Context: an optimization exercise on an open-source flow, tuned for small area, a short achievable clock period and few clock cycles per item. The choices shown serve that exercise and are no tape-out recipe.
In this exercise RTL edits were held to simulation tests only and were not proved equivalent to the original.

==> v9: inputs <==
==> flow/design.v (excerpt) <==
module pcm_voice_engine #(
    parameter int CHANNELS = 8,
    parameter int ADDR_W   = 24,
    parameter int PITCH_W  = 24
) (
    input  logic              CLK,
    input  logic              NRES,
    input  logic              wr_en,
    input  logic [9:0]        wr_addr,
    input  logic [7:0]        wr_data,
    input  logic              frame_start,
    output logic              rom_req,
    output logic [ADDR_W-1:0] rom_addr,
    input  logic              rom_ack,
    input  logic [7:0]        rom_data,
    output logic              smp_valid,
    output logic [2:0]        smp_ch,
    output logic [15:0]       smp_data,
    output logic              frame_done,
    output logic              frame_ovr
);
    logic [23:0] pitch_q [8];
    logic [23:0] start_q [8];
    logic [23:0] loop_q  [8];
    logic [2:0]  mode_q  [8];
    logic [7:0]  pend_on_q, pend_off_q;
    logic [7:0]  wp_q, ws_q, wl_q;
    logic [24:0] rpos_q  [8];   
    logic [15:0] rfrac_q [8];   
    logic [15:0] racc_q  [8];   
    logic [24:0] rlpos_q [8];   
    logic [7:0]  active_q;                   
    logic [7:0]  first_q, zp_q, zf_q, lw_q;  
    logic [15:0] cd_q [8];      
    logic [15:0] ccd_q;         
    logic [7:0]  cdl_q, cdh_q;  
    logic [7:0]  cv_q, kz_q, mk_q;
    logic        run_q, looped_q;
    logic [2:0]  e_q;
    logic [7:0]  lt_q;          
    logic [23:0] pcur_q;        
    logic [23:0] scur_q;        
    logic [2:0]  mcur_q;        
    logic        wrs_q;         
    logic        smp_valid_q, frame_done_q, frame_ovr_q;
    logic [2:0]  smp_ch_q;
    logic [15:0] smp_data_q;
    logic        rom_req_q;
    logic [23:0] rom_addr_q;
    logic [2:0]  fv_q;
    logic        f16_q, fdp_q, fhi_q, fkz_q, fst_q, flo0_q;
    logic        nval_q, n16_q, ndp_q, nkz_q;
    logic [2:0]  nv_q, fp_q;       
    logic        fpok_q;
    logic [23:0] nst_q, nsc_q;
    function automatic logic [2:0] first_set(input logic [7:0] m);
        logic [2:0] r;
        r = 3'd0;
        for (int i = 7; i >= 0; i--) if (m[i]) r = 3'(i);
        first_set = r;
    endfunction
    function automatic logic [7:0] dpcm_delta(input logic [3:0] n);
        logic [7:0] r;
        case (n)
            4'd0:    r = 8'd0;
            4'd1:    r = 8'd1;
            4'd2:    r = 8'd4;
            4'd3:    r = 8'd9;
  ...
export LEC_CHECK = 0
export CAP_MARGIN = 20
export CORE_MARGIN = 2
export CORE_UTILIZATION = 50
export SETUP_SLACK_MARGIN = 2.9
export SLEW_MARGIN = 20
create_clock -name core_clock -period 6.5 [get_ports {CLK}]
run.sh (not shown) runs the stock make flow with config.mk's settings and CLKGATE_MAP_FILE= SYNTH_SCRIPT=/design/flow/synth_recipe.tcl, a recipe that flattens the netlist after the stock synthesis.
==> v8 (differences from v9) <==
--- a/flow/design.v
+++ b/flow/design.v
@@ -37,11 +37,10 @@
     logic [7:0]  cv_q, kz_q, mk_q;
     logic        run_q, looped_q;
     logic [2:0]  e_q;
     logic [7:0]  lt_q;          
     logic [23:0] pcur_q;        
-    logic [23:0] scur_q;        
     logic [2:0]  mcur_q;        
     logic        wrs_q;         
     logic        smp_valid_q, frame_done_q, frame_ovr_q;
     logic [2:0]  smp_ch_q;
     logic [15:0] smp_data_q;
@@ -150,12 +149,10 @@
     logic [7:0]  done_m, want_kz, act_nx, need;
     logic        busy, port_free, last_b, fill_ok, cont16, issue, s_load;
     logic        need_c, s_kz, okA, okB;
     logic [7:0]  needA;
     logic [2:0]  candA, candB;
-    logic        direct;
-    logic [23:0] d_sc;
     logic [2:0]  rc;
     logic [24:0] s_pos;
     logic [23:0] s_sc;
     logic [1:0]  s_mode;
     always_comb begin
@@ -181,15 +178,10 @@
         if (need_c) needA[fp_q] = 1'b0;
         okA   = |needA;
         okB   = |need;
         candA = (|(needA & ~lt_q)) ? first_set(needA & ~lt_q) : first_set(needA);
         candB = (|(need & ~lt_q))  ? first_set(need & ~lt_q)  : first_set(need);
-        direct = x_exec && !same_idx && s_load && (need == 8'd0)
-                 && !pend_off_q[e_q] && !kon[e_q] && !inv_wr[e_q];
-        if (is16)      d_sc = {pos_new[22:0], 1'b0};
-        else if (isdp) d_sc = pos_new[24:1];
-        else           d_sc = pos_new[23:0];
         rc     = fp_q - e_q;
         s_kz   = want_kz[fp_q];
         s_mode = mode_q[fp_q][1:0];
         s_pos  = (s_kz || zp_q[rc]) ? 25'd0 : rpos_q[rc];
         if (s_mode == 2'b01)      s_sc = {s_pos[22:0], 1'b0};
@@ -264,15 +256,13 @@
         end else if (x_loop) begin
             rpos_q[0] <= {1'b0, wl_q[e_q] ? loop_q[e_q] : 24'd0};
         end
         if (x_emit) begin
             pcur_q <= wp_q[e_q + 3'd1] ? pitch_q[e_q + 3'd1] : 24'd0;
-            scur_q <= ws_q[e_q + 3'd1] ? start_q[e_q + 3'd1] : 24'd0;
             mcur_q <= mode_q[e_q + 3'd1];
         end else if (!run_q) begin
             pcur_q <= wp_q[0] ? pitch_q[0] : 24'd0;
-            scur_q <= ws_q[0] ? start_q[0] : 24'd0;
             mcur_q <= mode_q[0];
         end
         begin
             logic [15:0] b;
             logic [2:0]  ne;
@@ -296,17 +286,11 @@
         smp_data_q <= x_exec ? x_smp : 16'd0;
         if (port_free) begin
             if (cont16)      rom_addr_q <= rom_addr_q + 24'd1;
             else if (nval_q) rom_addr_q <= nst_q + nsc_q;
         end
-        if (direct) begin
-            nv_q  <= e_q;
-            nst_q <= scur_q;
-            nsc_q <= d_sc;
-            n16_q <= is16;
-            ndp_q <= isdp;
-        end else if (s_load) begin
+        if (s_load) begin
             nv_q  <= fp_q;
             nst_q <= ws_q[fp_q] ? start_q[fp_q] : 24'd0;
             nsc_q <= s_sc;
             n16_q <= (s_mode == 2'b01);
             ndp_q <= (s_mode == 2'b10);
@@ -420,21 +404,18 @@
                                  || (accept && !(nkz_q ? kon[nv_q] : !chg[nv_q]));
                 end else begin
                     rom_req_q <= 1'b0;
                 end
             end
-            if (s_load && !direct) begin
+            if (s_load) begin
                 fp_q   <= candA;
                 fpok_q <= okA;
             end else begin
                 fp_q   <= candB;
                 fpok_q <= okB;
             end
-            if (direct) begin
-                nval_q <= 1'b1;
-                nkz_q  <= 1'b0;
-            end else if (s_load) begin
+            if (s_load) begin
                 nval_q <= need_c && !inv_wr[fp_q]
                           && !(accept && !(s_kz ? kon[fp_q] : !chg[fp_q]));
                 nkz_q  <= accept ? 1'b0 : s_kz;
             end else begin
                 nval_q <= !inv_wr[nv_q]
Settings changed: CORE_UTILIZATION 50 to 60, SETUP_SLACK_MARGIN 2.9 to 3.0.
==> qor summary <==
metric	v9	v8
Status	finished clean	finished clean
Tot GR Track Use	31.7%	31.9%
Die Area	151000 um2	118000 um2
EDFF count, synth	1494	1470
Placeable core region	147000 um2	114000 um2
Via count of the first global-routing pass	47800	41100
Post-route cell area	89100 um2	81900 um2
Multi-input gate share of total cell area	28.5%	25.4%
Complex-gate fraction of the synthesized area	12.1%	11.1%
Number of post-CTS setup repair buffers	152	110
Async SR Flop Fraction	9.15%	9.28%
Final setup slack of the worst path	2.65 ns	2.82 ns
Layout clock area frac	6.87%	6.56%
Seq Cell Count	1694	1670
Grt met3 use	7.12%	6.86%
Share of the yosys chip area belonging to registers	67.0%	70.8%
Later-pin clock latency in the skew report	0.84 ns	0.81 ns
Detailed-routed wire length on met3	24000 um	18500 um
Core Util, Final	60.4%	71.7%
Worst reg2reg startpoint	rfrac_q[0][0]	e_q[0]
Initial core utilization	50.2%	60.5%
Testbench counts of v9, summed over its fixed seeds: cycles 18,406, frames 1,536.
Testbench counts of v8, summed over its fixed seeds: cycles 18,735, frames 1,536.

========
==> exp/nickel <==
pcm_voice_engine, a different RTL version from the one above (not shown whole).
clock: 6.5 ns
lec_check: 0
cap_margin: 20
core_margin: 2
core_utilization: 40
setup_slack_margin: 3.0
slew_margin: 20
==> exp/lagoon (differences from exp/nickel) <==
--- a/flow/design.v
+++ b/flow/design.v
@@ -31,10 +31,11 @@
     logic [24:0] rlpos_q [8];   
     logic [7:0]  active_q;                   
     logic [7:0]  first_q, zp_q, zf_q, lw_q;  
     logic [15:0] cd_q [8];      
     logic [15:0] ccd_q;         
+    logic [7:0]  cdl_q, cdh_q;  
     logic [7:0]  cv_q, kz_q, mk_q;
     logic        run_q, looped_q;
     logic [2:0]  e_q;
     logic [7:0]  lt_q;          
     logic [23:0] pcur_q;        
@@ -118,12 +119,11 @@
         lpen    = mcur_q[2];
         p0      = x_zp ? 25'd0 : rpos_q[0];
         f0      = x_zf ? 16'd0 : rfrac_q[0];
         a0      = x_zf ? 16'd0 : racc_q[0];
         ph      = pcur_q[23:16];
-        nib      = p0[0] ? x_data[7:4] : x_data[3:0];
-        dlt      = dpcm_delta(nib);
+        dlt      = p0[0] ? cdh_q : cdl_q;
         dp_apply = x_first || (p0 != (lw_q[0] ? rlpos_q[0] : 25'd0));
         s9       = {a0[15], a0[15:8]} + {dlt[7], dlt};
         if (!s9[8] && s9[7])      acc_sat = 16'h7fff;
         else if (s9[8] && !s9[7]) acc_sat = 16'h8000;
         else                      acc_sat = {s9[7:0], a0[7:0]};
@@ -271,10 +271,12 @@
             if (rom_req_q && rom_ack && fv_q == ne) begin
                 if (fhi_q) b[15:8] = rom_data;
                 else       b[7:0]  = rom_data;
             end
             ccd_q <= b;
+            cdl_q <= dpcm_delta(b[3:0]);
+            cdh_q <= dpcm_delta(b[7:4]);
         end
         for (int c = 0; c < 8; c++) begin
             if (rom_req_q && rom_ack && fv_q == 3'(c)) begin
                 if (fhi_q) cd_q[c][15:8] <= rom_data;
                 else       cd_q[c][7:0]  <= rom_data;
CORE_UTILIZATION = 55   (was 40)
==> exp/onyx (differences from exp/nickel) <==
--- a/flow/design.v
+++ b/flow/design.v
@@ -31,10 +31,11 @@
     logic [24:0] rlpos_q [8];   
     logic [7:0]  active_q;                   
     logic [7:0]  first_q, zp_q, zf_q, lw_q;  
     logic [15:0] cd_q [8];      
     logic [15:0] ccd_q;         
+    logic [7:0]  cdl_q, cdh_q;  
     logic [7:0]  cv_q, kz_q, mk_q;
     logic        run_q, looped_q;
     logic [2:0]  e_q;
     logic [7:0]  lt_q;          
     logic [23:0] pcur_q;        
@@ -118,12 +119,11 @@
         lpen    = mcur_q[2];
         p0      = x_zp ? 25'd0 : rpos_q[0];
         f0      = x_zf ? 16'd0 : rfrac_q[0];
         a0      = x_zf ? 16'd0 : racc_q[0];
         ph      = pcur_q[23:16];
-        nib      = p0[0] ? x_data[7:4] : x_data[3:0];
-        dlt      = dpcm_delta(nib);
+        dlt      = p0[0] ? cdh_q : cdl_q;
         dp_apply = x_first || (p0 != (lw_q[0] ? rlpos_q[0] : 25'd0));
         s9       = {a0[15], a0[15:8]} + {dlt[7], dlt};
         if (!s9[8] && s9[7])      acc_sat = 16'h7fff;
         else if (s9[8] && !s9[7]) acc_sat = 16'h8000;
         else                      acc_sat = {s9[7:0], a0[7:0]};
@@ -271,10 +271,12 @@
             if (rom_req_q && rom_ack && fv_q == ne) begin
                 if (fhi_q) b[15:8] = rom_data;
                 else       b[7:0]  = rom_data;
             end
             ccd_q <= b;
+            cdl_q <= dpcm_delta(b[3:0]);
+            cdh_q <= dpcm_delta(b[7:4]);
         end
         for (int c = 0; c < 8; c++) begin
             if (rom_req_q && rom_ack && fv_q == 3'(c)) begin
                 if (fhi_q) cd_q[c][15:8] <= rom_data;
                 else       cd_q[c][7:0]  <= rom_data;
CORE_UTILIZATION = 50   (was 40)
SETUP_SLACK_MARGIN = 3.2   (was 3.0)
==> exp/pepper (differences from exp/nickel) <==
--- a/flow/design.v
+++ b/flow/design.v
@@ -31,15 +31,17 @@
     logic [24:0] rlpos_q [8];   
     logic [7:0]  active_q;                   
     logic [7:0]  first_q, zp_q, zf_q, lw_q;  
     logic [15:0] cd_q [8];      
     logic [15:0] ccd_q;         
+    logic [7:0]  cdl_q, cdh_q;  
     logic [7:0]  cv_q, kz_q, mk_q;
     logic        run_q, looped_q;
     logic [2:0]  e_q;
     logic [7:0]  lt_q;          
     logic [23:0] pcur_q;        
+    logic [23:0] scur_q;        
     logic [2:0]  mcur_q;        
     logic        wrs_q;         
     logic        smp_valid_q, frame_done_q, frame_ovr_q;
     logic [2:0]  smp_ch_q;
     logic [15:0] smp_data_q;
@@ -118,12 +120,11 @@
         lpen    = mcur_q[2];
         p0      = x_zp ? 25'd0 : rpos_q[0];
         f0      = x_zf ? 16'd0 : rfrac_q[0];
         a0      = x_zf ? 16'd0 : racc_q[0];
         ph      = pcur_q[23:16];
-        nib      = p0[0] ? x_data[7:4] : x_data[3:0];
-        dlt      = dpcm_delta(nib);
+        dlt      = p0[0] ? cdh_q : cdl_q;
         dp_apply = x_first || (p0 != (lw_q[0] ? rlpos_q[0] : 25'd0));
         s9       = {a0[15], a0[15:8]} + {dlt[7], dlt};
         if (!s9[8] && s9[7])      acc_sat = 16'h7fff;
         else if (s9[8] && !s9[7]) acc_sat = 16'h8000;
         else                      acc_sat = {s9[7:0], a0[7:0]};
@@ -149,10 +150,12 @@
     logic [7:0]  done_m, want_kz, act_nx, need;
     logic        busy, port_free, last_b, fill_ok, cont16, issue, s_load;
     logic        need_c, s_kz, okA, okB;
     logic [7:0]  needA;
     logic [2:0]  candA, candB;
+    logic        direct;
+    logic [23:0] d_sc;
     logic [2:0]  rc;
     logic [24:0] s_pos;
     logic [23:0] s_sc;
     logic [1:0]  s_mode;
     always_comb begin
@@ -178,10 +181,15 @@
         if (need_c) needA[fp_q] = 1'b0;
         okA   = |needA;
         okB   = |need;
         candA = (|(needA & ~lt_q)) ? first_set(needA & ~lt_q) : first_set(needA);
         candB = (|(need & ~lt_q))  ? first_set(need & ~lt_q)  : first_set(need);
+        direct = x_exec && !same_idx && s_load && (need == 8'd0)
+                 && !pend_off_q[e_q] && !kon[e_q] && !inv_wr[e_q];
+        if (is16)      d_sc = {pos_new[22:0], 1'b0};
+        else if (isdp) d_sc = pos_new[24:1];
+        else           d_sc = pos_new[23:0];
         rc     = fp_q - e_q;
         s_kz   = want_kz[fp_q];
         s_mode = mode_q[fp_q][1:0];
         s_pos  = (s_kz || zp_q[rc]) ? 25'd0 : rpos_q[rc];
         if (s_mode == 2'b01)      s_sc = {s_pos[22:0], 1'b0};
@@ -256,13 +264,15 @@
         end else if (x_loop) begin
             rpos_q[0] <= {1'b0, wl_q[e_q] ? loop_q[e_q] : 24'd0};
         end
         if (x_emit) begin
             pcur_q <= wp_q[e_q + 3'd1] ? pitch_q[e_q + 3'd1] : 24'd0;
+            scur_q <= ws_q[e_q + 3'd1] ? start_q[e_q + 3'd1] : 24'd0;
             mcur_q <= mode_q[e_q + 3'd1];
         end else if (!run_q) begin
             pcur_q <= wp_q[0] ? pitch_q[0] : 24'd0;
+            scur_q <= ws_q[0] ? start_q[0] : 24'd0;
             mcur_q <= mode_q[0];
         end
         begin
             logic [15:0] b;
             logic [2:0]  ne;
@@ -271,10 +281,12 @@
             if (rom_req_q && rom_ack && fv_q == ne) begin
                 if (fhi_q) b[15:8] = rom_data;
                 else       b[7:0]  = rom_data;
             end
             ccd_q <= b;
+            cdl_q <= dpcm_delta(b[3:0]);
+            cdh_q <= dpcm_delta(b[7:4]);
         end
         for (int c = 0; c < 8; c++) begin
             if (rom_req_q && rom_ack && fv_q == 3'(c)) begin
                 if (fhi_q) cd_q[c][15:8] <= rom_data;
                 else       cd_q[c][7:0]  <= rom_data;
@@ -284,11 +296,17 @@
         smp_data_q <= x_exec ? x_smp : 16'd0;
         if (port_free) begin
             if (cont16)      rom_addr_q <= rom_addr_q + 24'd1;
             else if (nval_q) rom_addr_q <= nst_q + nsc_q;
         end
-        if (s_load) begin
+        if (direct) begin
+            nv_q  <= e_q;
+            nst_q <= scur_q;
+            nsc_q <= d_sc;
+            n16_q <= is16;
+            ndp_q <= isdp;
+        end else if (s_load) begin
             nv_q  <= fp_q;
             nst_q <= ws_q[fp_q] ? start_q[fp_q] : 24'd0;
             nsc_q <= s_sc;
             n16_q <= (s_mode == 2'b01);
             ndp_q <= (s_mode == 2'b10);
@@ -402,18 +420,21 @@
                                  || (accept && !(nkz_q ? kon[nv_q] : !chg[nv_q]));
                 end else begin
                     rom_req_q <= 1'b0;
                 end
             end
-            if (s_load) begin
+            if (s_load && !direct) begin
                 fp_q   <= candA;
                 fpok_q <= okA;
             end else begin
                 fp_q   <= candB;
                 fpok_q <= okB;
             end
-            if (s_load) begin
+            if (direct) begin
+                nval_q <= 1'b1;
+                nkz_q  <= 1'b0;
+            end else if (s_load) begin
                 nval_q <= need_c && !inv_wr[fp_q]
                           && !(accept && !(s_kz ? kon[fp_q] : !chg[fp_q]));
                 nkz_q  <= accept ? 1'b0 : s_kz;
             end else begin
                 nval_q <= !inv_wr[nv_q]
CORE_UTILIZATION = 55   (was 40)
==> impl_metrics.tcl <==
set metrics [dict create \
    post-route-cell-area_um2 79900 \
    status "complete, no violations" \
    inv_count 97 \
    r2r_end "racc_q[7][12]" \
    grt_max_degree 214 \
    met1_usage_pct 30.7 \
    crit_cells 16 \
]
Source of the figures above: exp/nickel

==> impl_metrics.tcl <==
set metrics [dict create \
    status "complete, no violations" \
    row_count 134 \
    synth.avg_cell_area_um2 13.8 \
    post-route-cell-area_um2 89000 \
    crit_cells 16 \
    met1_usage_pct 47.9 \
]
Source of the figures above: exp/pepper

==> impl_metrics.tcl <==
set metrics [dict create \
    crit_cells 15 \
    r2r_end "rpos_q[7][24]" \
    grt_use_met2_pct 41.1 \
    grt_max_degree 143 \
    met1_usage_pct 39.8 \
    status "complete, no violations" \
]
Source of the figures above: exp/onyx

==> impl_metrics.tcl <==
set metrics [dict create \
    inv_count 87 \
    synth_top_family_by_area "compound AO/OA/AOI/OAI gates" \
    post-route-cell-area_um2 81700 \
    netlist_instances 4794 \
    status "complete, no violations" \
    crit_cells 17 \
    grt_max_degree 106 \
]
Source of the figures above: exp/lagoon

Testbench counts of exp/nickel, summed over its fixed seeds: cycles 18,735, frames 1,536.
Testbench counts of exp/lagoon, summed over its fixed seeds: cycles 18,735, frames 1,536.
Testbench counts of exp/onyx, summed over its fixed seeds: cycles 18,735, frames 1,536.
Testbench counts of exp/pepper, summed over its fixed seeds: cycles 18,406, frames 1,536.

afterwards: timing with drivers on the ports:
How much do the figures lean on ideal ports? The routed layouts below were timed once more, with nothing changed but the port constraints.
Step 1 (the two cells are an assumption about what drives the block):
set clk [get_ports {CLK}]
set_driving_cell -lib_cell sky130_fd_sc_hd__clkbuf_16 $clk
set_driving_cell -lib_cell sky130_fd_sc_hd__buf_2 [delete_from_list [all_inputs] $clk]
Step 2, shift: input delay + t, output delay - t, t = (earliest + latest rising clock arrival at the registers) / 2. This alone moves slack from input paths to output paths.
Three values: ideal ports, drivers, drivers and shift; two values: the first two.
| run | t, ns | setup WS [ns] | cell pins on the clock port's net |
|---|---|---|---|
| v9 | 0.897 | 2.649 / 2.649 / 1.825 | 1 |
| v8 | 0.869 | 2.815 / 2.815 / 2.040 | 1 |
| exp/nickel | 0.891 | 2.508 / 2.508 / 2.160 | 1 |
| exp/lagoon | 0.849 | 2.865 / 2.863 / 2.014 | 1 |
| exp/onyx | 0.862 | 2.885 / 2.885 / 2.050 | 1 |
| exp/pepper | 0.883 | 2.576 / 2.576 / 1.855 | 1 |
After both steps every run listed still meets setup and hold. For exp/lagoon, which loses most, drivers alone change the setup slack by -0.002 ns; drivers and shift together by -0.851 ns.
